What follows belongs to an exercise in optimizing a design on an open flow for small area, a short achievable clock period and few clock cycles per item; a production flow would make more cautious choices. Function was checked by simulation only, so behaviour that the tests miss may differ from the original. Power figures rest on the tool's default switching activity, not on a simulated workload.

// oqke_top
module oqke_top (
    input  logic        clk,
    input  logic        rst_n,
    input  logic        start,
    output logic        busy,
    input  logic [2:0]  req_op,
    input  logic [31:0] req_key,
    input  logic [31:0] req_new_value,
    output logic [1:0]  res_status,
    output logic [31:0] res_element,
    output logic        res_last,
    output logic [4:0]  res_entries_held,
    output logic        done
);
    oqke_pkg::request_t request;
    oqke_pkg::result_t  result;
    assign request.op        = req_op;
    assign request.key       = req_key;
    assign request.new_value = req_new_value;
    ordered_queue_with_key_edit #(
        .DEPTH (16)
    ) u_queue (
        .clk     (clk),
        .rst_n   (rst_n),
        .start   (start),
        .busy    (busy),
        .request (request),
        .result  (result),
        .done    (done)
    );
    assign res_status       = result.status;
    assign res_element      = result.element;
    assign res_last         = result.last;
    assign res_entries_held = result.entries_held;
endmodule
Size: ~3300 cells after synthesis, ~110 I/O pins, roughly 0.031 mm^2 of cells after synthesis.
export LEC_CHECK = 0
export CAP_MARGIN = 5
export CORE_MARGIN = 2
export CORE_UTILIZATION = 55
export CTS_CLUSTER_DIAMETER = 70
export CTS_CLUSTER_SIZE = 24
export GPL_ROUTABILITY_DRIVEN = 0
export PLACE_DENSITY = 0.7
export SETUP_SLACK_MARGIN = 2.85
export SLEW_MARGIN = 5
export TNS_END_PERCENT = 0
create_clock -name core_clock -period 5.0 [get_ports {clk}]
standard.sh (not shown) runs the stock make flow with config.mk's settings and CLKGATE_MAP_FILE= SYNTH_SCRIPT=/design/flow/synth_recipe.tcl, a recipe that flattens the netlist after the stock synthesis.
==> flow/flow/run.sh <==
#!/bin/bash
set -o pipefail
export BUFFER_PORTS_ARGS="-buffer_cell sky130_fd_sc_hd__buf_2"
bash standard.sh > standard.log 2>&1
Testbench counts at the start, summed over its fixed seeds: cycles 8,870, requests 4,800.
Next try:
CAP_MARGIN = 20   (was 5)
SETUP_SLACK_MARGIN = 2.7   (was 2.85)
SLEW_MARGIN = 20   (was 5)
Result: Via count drops by 0.91%; final cell count is lower by 0.50%; synthesized area stays the same; synthesized cell count stays the same; worst hold slack gets better by 0.016 ns.

== run a ==
oqke_top again, from the RTL that the note above started with.
Settings: LEC_CHECK=0, CAP_MARGIN=20, CORE_MARGIN=2, CORE_UTILIZATION=55, CTS_CLUSTER_DIAMETER=70, CTS_CLUSTER_SIZE=24, GPL_ROUTABILITY_DRIVEN=0, PLACE_DENSITY=0.7, SETUP_SLACK_MARGIN=2.85, SLEW_MARGIN=20, TNS_END_PERCENT=3; clock period 5.0 ns.
Scripts as last shown in full above: flow/flow/run.sh
Testbench counts of run a, summed over its fixed seeds: cycles 8,870, requests 4,800.
Here is what was changed in the inputs of run b compared with run a.
# run a
export LEC_CHECK = 0
export CAP_MARGIN = 20
export CORE_MARGIN = 2
export CORE_UTILIZATION = 55
export CTS_CLUSTER_DIAMETER = 70
export CTS_CLUSTER_SIZE = 24
export GPL_ROUTABILITY_DRIVEN = 0
export PLACE_DENSITY = 0.7
export SETUP_SLACK_MARGIN = 2.85
export SLEW_MARGIN = 20
export TNS_END_PERCENT = 3
create_clock -name core_clock -period 5.0 [get_ports {clk}]
# run b
export LEC_CHECK = 0
export CAP_MARGIN = 20
export CORE_MARGIN = 2
export CORE_UTILIZATION = 55
export CTS_CLUSTER_DIAMETER = 70
export CTS_CLUSTER_SIZE = 24
export GPL_ROUTABILITY_DRIVEN = 0
export PLACE_DENSITY = 0.7
export SETUP_SLACK_MARGIN = 2.85
export SLEW_MARGIN = 20
export TNS_END_PERCENT = 0
create_clock -name core_clock -period 5.0 [get_ports {clk}]
Findings:
No stage failed in run b, and the final checks on the layout all came back clean.
Run a ended up with u_queue.u_ctrl.keya_r[25]$_DFF_P_ as its origin of the worst setup path; run b ended up with u_queue.u_ctrl.hm_r[0]$_DFFE_PN0P_.
Taking run a as the reference, in run b fraction of the cycle the final worst path needs moved down; detailed-route wire length moved down; clock power level; met1 routing resource usage after global routing moved up; relative slew slack moved up.
In run b, clock share of power is higher than in run a.
Cell area | run b vs run a | run b smaller
Taking run a as the reference point, the first-pass GRT wire length of run b falls by 0.63%.
Of run b and run a, run a shows the lower setup slack, with run b above it.

==> what the ideal ports hide <==
In the flow no input, the clock included, has a driving cell. The finished layouts below were timed again as built, in two steps. Step 1 (the two cells are an assumption about what drives the block):
set clk [get_ports {clk}]
set_driving_cell -lib_cell sky130_fd_sc_hd__clkbuf_16 $clk
set_driving_cell -lib_cell sky130_fd_sc_hd__buf_2 [delete_from_list [all_inputs] $clk]
Step 2 also shifts input and output timing later by t, the mid clock arrival at the registers, as if the neighbouring blocks saw the same clock. Slacks: ideal / step 1 / step 2; pairs: ideal / step 1.
run	t, ns	setup WS [ns]	worst setup path at the end	clock arrival spread, ns	pins driven straight from the clock port
the first run of note 1	0.674	2.644 / 2.644 / 2.075	input to register	0.026 / 0.026	1
the second run of note 1	0.686	2.532 / 2.532 / 2.051	input to register	0.052 / 0.053	1
run a	0.689	2.630 / 2.630 / 2.014	input to register	0.030 / 0.030	1
run b	0.687	2.687 / 2.671 / 2.040	input to register	0.032 / 0.032	1
After both steps setup and hold are still met in every run listed. The setup slack of run b, which loses most, moves by -0.016 ns with the drivers and by -0.647 ns with both steps.
